What follows belongs to an exercise in optimizing a design on an open flow for small area; a production flow would make more cautious choices. Only simulation tests tie the RTL to the original design; equivalence was not proved. Power figures rest on the tool's default switching activity, not on a simulated workload.

==> design.v <==
`timescale 1ns/1ps
`default_nettype none
module mem_cache_top (
    input  wire               ui_clk,
    input  wire               rst_n,
    input  wire               init_calib_complete,
    input  wire               cs,
    input  wire  [31:0]       host_addr,
    input  wire               host_lo,
    input  wire               host_hi,
    input  wire               host_we,
    input  wire  [15:0]       host_wdata,
    output logic [15:0]       rdata,
    output logic              busy,
    output logic              ready,
    output logic [27:0]       app_addr,
    output logic [2:0]        app_cmd,
    output logic              app_en,
    output logic [127:0]      app_wdf_data,
    output logic              app_wdf_wren,
    input  wire               app_rdy,
    input  wire               app_wdf_rdy,
    input  wire  [127:0]      app_rd_data,
    input  wire               app_rd_data_valid
);
    localparam logic [3:0] ST_START = 4'd0,    
                           ST_IDLE  = 4'd1,    
                           ST_CHK   = 4'd2,    
                           ST_VICT  = 4'd3,    
                           ST_WB    = 4'd4,    
                           ST_RDCMD = 4'd5,    
                           ST_RDWT  = 4'd6,    
                           ST_UNPK  = 4'd7,    
                           ST_FIN   = 4'd8,    
                           ST_RDY   = 4'd9;    
    logic [3:0]   state;
    logic [5:0]   t;             
    logic [1:0]   ptr;           
    logic [1:0]   pc;            
    logic         lane;          
    logic         found;
    logic         cmd_pend;
    logic         dat_pend;
    logic [28:0]  r_addr;
    logic         r_lo, r_hi, r_we;
    logic [15:0]  r_dat;         
    logic [127:0] s0, s1, s2, s3;
    logic [24:0]  g0, g1, g2, g3;
    logic [3:0]   v;             
    logic [3:0]   d;             
    logic [28:0]  la;
    logic [24:0]  line;
    logic [3:0]   off;
    logic         want;
    logic         match;
    logic         at_byte;       
    logic         vp0;           
    logic         unpark;        
    logic         park;          
    logic         ld_rd;         
    logic         hold;          
    logic         wr_now;
    logic         take;
    logic [7:0]   wbyte;
    assign la     = r_addr + {28'd0, lane};
    assign line   = la[28:4];
    assign off    = la[3:0];
    assign want   = lane ? r_hi : r_lo;
    assign match  = v[0] && (g0 == line);
    assign at_byte = match && (t[5:2] == off);
    assign vp0    = (t[1:0] == ptr) && (t[5:2] == 4'd0);
    assign unpark = (state == ST_UNPK) && vp0 && (pc == 2'd0);
    assign park   = ((state == ST_VICT) && vp0) || (state == ST_WB) || (state == ST_RDCMD)
                 || (state == ST_RDWT) || ((state == ST_UNPK) && !unpark);
    assign ld_rd  = (state == ST_RDWT) && app_rd_data_valid;
    assign hold   = park && !ld_rd;
    assign take   = (state == ST_IDLE) && cs;
    assign wr_now = (state == ST_FIN) && want && at_byte && r_we;
    assign wbyte  = lane ? r_dat[15:8] : r_dat[7:0];
    assign rdata        = r_dat;
    assign busy         = (state != ST_IDLE);
    assign ready        = (state == ST_RDY);
    assign app_en       = ((state == ST_WB) && cmd_pend) || (state == ST_RDCMD);
    assign app_cmd      = {2'b00, state == ST_RDCMD};
    assign app_addr     = {(state == ST_RDCMD) ? line : g0, 3'b000};
    assign app_wdf_wren = (state == ST_WB) && dat_pend;
    assign app_wdf_data = s0;
    always_ff @(posedge ui_clk) begin
        s0 <= ({128{ld_rd}} & app_rd_data) | ({128{hold}} & s0)
            | ({128{!park}} & {s3[7:0], s3[127:8]});
        g0 <= ({25{ld_rd}} & line) | ({25{hold}} & g0) | ({25{!park}} & g3);
        if (park) begin
            if (ld_rd) d[0] <= 1'b0;
            s1   <= s3;
            g1   <= g3;
            d[1] <= d[3];
        end else begin
            d[0] <= d[3];
            s1   <= {s0[127:8], wr_now ? wbyte : s0[7:0]};
            g1   <= g0;
            d[1] <= d[0] | wr_now;
        end
        s2 <= s1;
        s3 <= s2;
        g2 <= g1;
        g3 <= g2;
        d[2] <= d[1];
        d[3] <= d[2];
        if (!rst_n) v <= 4'd0;
        else if (park) v <= {v[2], v[1], v[3], v[0] | ld_rd};
        else           v <= {v[2:0], v[3]};
    end
    always_ff @(posedge ui_clk) begin
        if (!rst_n) begin
            state <= ST_START;
            t     <= 6'd0;
            ptr   <= 2'd0;
        end else begin
            t <= t + 6'd1;
            case (state)
                ST_START: if (init_calib_complete) state <= ST_IDLE;
                ST_IDLE: if (cs) begin
                    state <= ST_CHK;
                    lane  <= 1'b0;
                    pc    <= 2'd0;
                    found <= 1'b0;
                end
                ST_CHK: begin
                    pc    <= pc + 2'd1;
                    found <= found | match;
                    if (!want || pc == 2'd3) begin
                        pc    <= 2'd0;
                        found <= 1'b0;
                        if (want && !found && !match) state <= ST_VICT;
                        else if (lane) begin
                            lane  <= 1'b0;
                            state <= ST_FIN;
                        end else lane <= 1'b1;
                    end
                end
                ST_VICT: if (vp0) begin
                    pc       <= 2'd1;        
                    cmd_pend <= 1'b1;
                    dat_pend <= 1'b1;
                    state    <= (v[0] && d[0]) ? ST_WB : ST_RDCMD;
                end
                ST_WB: begin
                    if (app_rdy) cmd_pend <= 1'b0;
                    if (app_wdf_rdy) dat_pend <= 1'b0;
                    if ((!cmd_pend || app_rdy) && (!dat_pend || app_wdf_rdy)) state <= ST_RDCMD;
                end
                ST_RDCMD: if (app_rdy) state <= ST_RDWT;
                ST_RDWT: if (app_rd_data_valid) state <= ST_UNPK;
                ST_UNPK: if (unpark) begin
                    ptr   <= ptr + 2'd1;
                    lane  <= 1'b0;
                    found <= 1'b0;
                    state <= ST_CHK;
                end
                ST_FIN: if (!want || at_byte) begin
                    lane <= 1'b1;
                    if (lane) state <= ST_RDY;
                end
                ST_RDY: state <= ST_IDLE;
                default: state <= ST_START;
            endcase
            if (park && state != ST_VICT) pc <= (pc == 2'd2) ? 2'd0 : pc + 2'd1;
        end
    end
    always_ff @(posedge ui_clk) begin
        if (take) begin
            r_addr <= host_addr[28:0];
            r_lo   <= host_lo;
            r_hi   <= host_hi;
            r_we   <= host_we;
            r_dat  <= host_wdata;
        end
        if ((state == ST_FIN) && (!want || at_byte)) begin
            if (lane) r_dat[15:8] <= want ? s0[7:0] : 8'h00;
            else      r_dat[7:0]  <= want ? s0[7:0] : 8'h00;
        end
    end
endmodule
`default_nettype wire
==> flow/run.sh <==
#!/bin/bash
# Standard ORFS layout with two changes: the port buffers use the smallest
# buffer cell, and CTS builds its tree from clkbuf_4 with larger sink
# clusters and without dummy loads.  Each tool's output goes to its own log.
set -euo pipefail
cd "$(dirname "$0")/.."
export BUFFER_PORTS_ARGS="-buffer_cell sky130_fd_sc_hd__buf_1"
export CTS_ARGS="-sink_clustering_enable -repair_clock_nets -dont_use_dummy_load -buf_list sky130_fd_sc_hd__clkbuf_4 -sink_clustering_size 10 -sink_clustering_max_diameter 40"
bash standard.sh > standard_flow.log 2>&1
==> standard.sh <==
#!/bin/bash
# synth_recipe.tcl (not shown) runs the flow's synth.tcl, then flattens the netlist and writes it again
# the make line also repeats each setting of config.mk as NAME=value (left out here)
make -C /OpenROAD-flow-scripts/flow DESIGN_CONFIG=/design/flow/config.mk WORK_HOME=/design/flow/orfs CLKGATE_MAP_FILE= SYNTH_SCRIPT=/design/flow/synth_recipe.tcl "${@:-finish}"
==> config.mk <==
export PLATFORM = sky130hd
export DESIGN_NAME = mem_cache_top
export DESIGN_NICKNAME = mem_cache_top
export VERILOG_FILES = /design/flow/design.v
export SDC_FILE = /design/flow/constraint.sdc
export NUM_CORES = 4
export LEC_CHECK = 0
export CAP_MARGIN = 20
export CORE_MARGIN = 2
export CORE_UTILIZATION = 40
export SLEW_MARGIN = 20
==> constraint.sdc <==
create_clock -name core_clock -period 6.0 [get_ports {ui_clk}]
set_input_delay 1.2000 -clock core_clock [delete_from_list [all_inputs] [get_ports {ui_clk}]]
set_output_delay 1.2000 -clock core_clock [all_outputs]
set_load 0.01 [all_outputs]
==> notes.md <==
Power
VDD sags by at most around 180 uV. The switching part of the total is 0.278. The share of total power dissipated in sequential elements is 0.606. The leakage power total is about 10 nW.

The part of the power in the clock network is 0.255. The power spent charging and discharging nets is about 2.3 mW. Dividing total power by cell area gives a power density of between 300 and 400 nW/um^2.

The share of total power dissipated in combinational logic is 0.139. The cell internal power dissipation is approximately 6 mW.

Clock tree
The largest buffer count on any clock path is 3. The clock root buffer is sky130_fd_sc_hd__clkbuf_4. The clock tree from TritonCTS is done. Clock-pin slew was measured on the worst setup and hold paths at 0.09 ns. In this run the number of H-tree levels came out at 3. The number of clock sinks seen by CTS is approximately 690. The post-CTS repair timing setup buffer count is 0. The later pin in the worst-skew pair is clocked with a latency of 0.85 ns. The total clock buffers created by CTS is between 90 and 100. The cts-stage hold buffer count is 0. The post-cts gate resize count is 0.

Global routing
In the global route stage, met3 resource usage came out at 0.0543. The via count of the first global-routing pass is about 16000. The routing usage on met1 is 0.260. The pin count of the biggest net entering global routing is about 180. The total overflow left after global routing is 0. The most used routing layer in global routing is met2. The first global-routing pass estimated ~87000 um of wire. For met2 alone, demand over resource in global routing was 0.297. Across every metal layer, demand over resource in global routing totals 0.194. The number of antenna violations at the first check in global routing came to 2.

Route
In the routed design, unresolved DRC markers number 0. After detailed routing, the average wire length per cell comes to approximately 17 um. The pre-antenna-repair detailed-routing pass consisted of 5 iterations. The overall via count from detail_route is 16179. For this block, the initial DRC count from the detailed router was roughly 1100.

For this block, the routed nets add up to 56600 um of wire. Dividing the detail-routed via count by the number of cells gives between 4 and 5. Once detail routing completed, the nets flagged for antenna violations numbered 0.

Synth
The number of cells produced by synthesis is roughly 2200. Counting flops with a built-in enable in the synthesized netlist gives 39. For this run, the leading register cell type out of synthesis is sky130_fd_sc_hd__dfxtp_1. The mapped netlist covers roughly 22000 sq um. The mean instance size in the synthesized netlist is approximately 10 sq um. Counting flops with an async set or reset pin after synthesis yields a share of 0. The share of the Yosys chip area taken by registers is 0.638. The distinct cell type count after synthesis is between 70 and 80. The warning count from the yosys run is 1. The synthesized design contains 686 register bits.

Floorplanning
The floorplan step defined a die boundary enclosing 57200 sq um. The number of primary I/O pins is 365. The die height is 239 um.

The initialized floorplan defines 86 standard-cell rows. The die width is about 240 um. The floorplan step defined a core boundary enclosing roughly 55000 sq um. The effective utilization at floorplan is 0.403.

Placement
During placement, the flow inserted port buffers numbering ~360. The routability-driven placement congestion ratio is around 0.85. The number of cells in the design after placement is approximately 3200.

The HPWL after detailed placement is ~38000 um.

Worst setup path
The launching point of the worst reg2reg path is lane. The worst path required time is between 4 and 5 ns. The worst setup path is launched from a flip-flop. The maximum single-stage delay on the critical path is between 0.7 and 0.8 ns.

The path type of the worst setup path is reg -> out. Traced cell by cell, the critical path runs through ha_1 > ha_1 > nand4_1 > or4_4 > nor3_4 > nand2_1 > xor2_1 > a21oi_1 > buf_1. Data on the critical path arrives at its endpoint at between 3 and 4 ns. The capturing element type of the critical path is an output pin. The kind of cell with the highest combined delay along the critical path is simple AND/OR/NAND/NOR gates. Counting both buffers and inverters, the worst setup path holds a total of 1.

By instance count, the cell type seen most on the critical path is sky130_fd_sc_hd__ha_1. On the critical path, the stage with the largest delay is an instance of sky130_fd_sc_hd__or4_4. The beginning of the critical path is lane. In this run the worst path has a maximum fanout of 12.

Timing
The final number of max-transition violations is 0. The final setup violation count is 0. The post-route clock period utilization is 0.858. At the pin with the least slew margin, the transition time is between 1 and 1.5 ns. The worst pin sits at a relative slew slack of 0.239. Derived from the worst setup path, the maximum achievable clock frequency is a little under 200 MHz.

Clock skew on the completed layout was measured at roughly 0.1 ns. The number of hold violations in the final report is 0. The clock period could shrink to 5.15 ns.

Setup total negative slack on the finished layout was measured at 0 ns. Setup repair after global routing left no endpoint under its margin. The minimum hold slack is 0.263 ns.

Outcome
The flow ran to the end and the layout has no timing, DRC or antenna violations.

Cells and area
The finished layout holds around 3300 standard cells, fillers aside. After the last flow step, the layout net total stands at roughly 2700. In the final layout, the share of cells above drive strength 1 is 0.0636. Compared with the post-synthesis result, the final layout area differs by 11.7%.

Hold path
The worst hold path begins at s1[116]. The class of the most critical hold timing path is reg -> reg.

Flow run
The max capacitance violation total is 0.
-- layout make-up --
class	instances	area [sq um]
Inverter	17	63.8
Sequential cell	686	14100
Tap cell	704	881
Multi-Input combinational cell	1379	7470
Fill cell	5415	30100
Clock buffer	95	713
Timing Repair Buffer	369	1470
Antenna cell	2	5.00
-- final timing paths --
check | end | slack [ns] | depth (start not counted)
worst min register to register | s2[116] | 0.26 | 0
worst max register to register | s1[5] | 1.01 | 11
worst min-delay path | s2[116] | 0.26 | 0
worst max-delay path | app_addr[27] | 0.85 | 9
-- worst reg2reg max path: cells and delay by family, from the launching register on --
kind / cells / cell delay, ns
and+or+nand+nor: 4 / 2.25
AOI/OAI and AO/OA: 3 / 0.89
muxes: 2 / 0.81
adders and majority gates: 2 / 0.51
DFF: 1 / 0.38
-- synth_stat cells (15+ instances only) --
master	number	area (sq um)
sky130_fd_sc_hd__nor2_1	87	327
sky130_fd_sc_hd__inv_1	17	63.8
sky130_fd_sc_hd__clkbuf_1	109	409
sky130_fd_sc_hd__a22oi_1	137	1030
sky130_fd_sc_hd__dfxtp_1	647	13000
sky130_fd_sc_hd__a21oi_1	47	235
sky130_fd_sc_hd__nand2_1	754	2830
sky130_fd_sc_hd__nand3_1	15	75.1
sky130_fd_sc_hd__edfxtp_1	39	1170
sky130_fd_sc_hd__xnor2_1	38	333
sky130_fd_sc_hd__o21ai_0	29	145
sky130_fd_sc_hd__mux2i_1	29	290
sky130_fd_sc_hd__nor3_1	17	85.1
sky130_fd_sc_hd__xor2_1	24	210
sky130_fd_sc_hd__nand4_1	16	100
-- metal layers --
| layer | routed length [um] | up-vias |
|---|---|---|
| met5 | 0 | - |
| met1 | 25600 | 7576 |
| met4 | 1470 | 0 |
| met2 | 25100 | 526 |
| li1 | - | 7982 |
| met3 | 4470 | 95 |
-- through the flow --
stage	util	setup WS, ns	area (sq um)	total power, mW
after floorplan	-	2.45	22200	5.93
after global placement	0.438	1.20	24000	6.30
after detailed placement	0.438	1.01	24000	6.33
after CTS	0.451	0.739	24700	8.48
after global routing	0.451	0.505	24700	8.80
final	0.451	0.850	24700	8.36
-- power by group through the flow --
stage | logic [mW] | registers (mW) | clock network (mW)
detailed placement | 1.16 | 5.17 | 0
CTS | 1.17 | 5.06 | 2.25
finish | 1.17 | 5.07 | 2.13
global route | 1.27 | 5.10 | 2.43
floorplan | 0.818 | 5.11 | 0
global placement | 1.14 | 5.16 | 0
-- cells in the final DEF (no fill, tap or decap), types with 14 or more instances in the layout --
| cell | synthesis | final |
|---|---|---|
| sky130_fd_sc_hd__xor2_1 | 24 | 24 |
| sky130_fd_sc_hd__a21oi_1 | 47 | 47 |
| sky130_fd_sc_hd__mux2i_1 | 29 | 28 |
| sky130_fd_sc_hd__a221o_1 | 14 | 14 |
| sky130_fd_sc_hd__nand2_1 | 754 | 754 |
| sky130_fd_sc_hd__nor3_1 | 17 | 17 |
| sky130_fd_sc_hd__clkbuf_4 | 0 | 95 |
| sky130_fd_sc_hd__o21ai_0 | 29 | 29 |
| sky130_fd_sc_hd__buf_1 | 2 | 356 |
| sky130_fd_sc_hd__nand3_1 | 15 | 15 |
| sky130_fd_sc_hd__xnor2_1 | 38 | 38 |
| sky130_fd_sc_hd__nor2_1 | 87 | 84 |
| sky130_fd_sc_hd__dfxtp_1 | 647 | 647 |
| sky130_fd_sc_hd__inv_1 | 17 | 17 |
| sky130_fd_sc_hd__a22oi_1 | 137 | 137 |
| sky130_fd_sc_hd__edfxtp_1 | 39 | 39 |
| sky130_fd_sc_hd__nand4_1 | 16 | 16 |
-- flip-flops by register name (all words and copies together), names as in the netlist, 4 cells and up --
| name | cells |
|---|---|
| g3 | 25 |
| s2 | 128 |
| g2 | 25 |
| state | 4 |
| v | 4 |
| s1 | 128 |
| s3 | 128 |
| t | 6 |
| s0 | 128 |
| g1 | 25 |
| r_dat | 16 |
| d | 4 |
| r_addr | 29 |
| g0 | 25 |
-- kinds of logic after synthesis --
| kind of cell | Yosys count | synth area share |
|---|---|---|
| fa+ha+maj | 7 | 0.00396 |
| flops | 686 | 0.638 |
| compound gates | 287 | 0.0941 |
| xor+xnor | 65 | 0.0277 |
| buf+inv | 143 | 0.0265 |
| simple gates | 961 | 0.182 |
| mux | 54 | 0.0275 |
| other cells | 1 | 0.000169 |

-- afterwards: timing with drivers on the ports --
No port has a modelled driver above. Below, the same layout with a new extraction and two added sets of constraints.
Step 1 assumes that a clkbuf_16 drives the clock port and a buf_2 every other input.
Step 2 also shifts input and output timing later by t, the mid clock arrival at the registers, as if the neighbouring blocks saw the same clock.
Slacks: no drivers / after step 1 / after step 2; pairs: no drivers / after step 1.
t, ns: 0.854
setup WS [ns]: 0.850 / 0.797 / 1.006
worst setup path at the end: register to register
After both steps this run still meets setup and hold. The setup slack of this run moves by -0.053 ns with the drivers and by +0.156 ns with both steps.
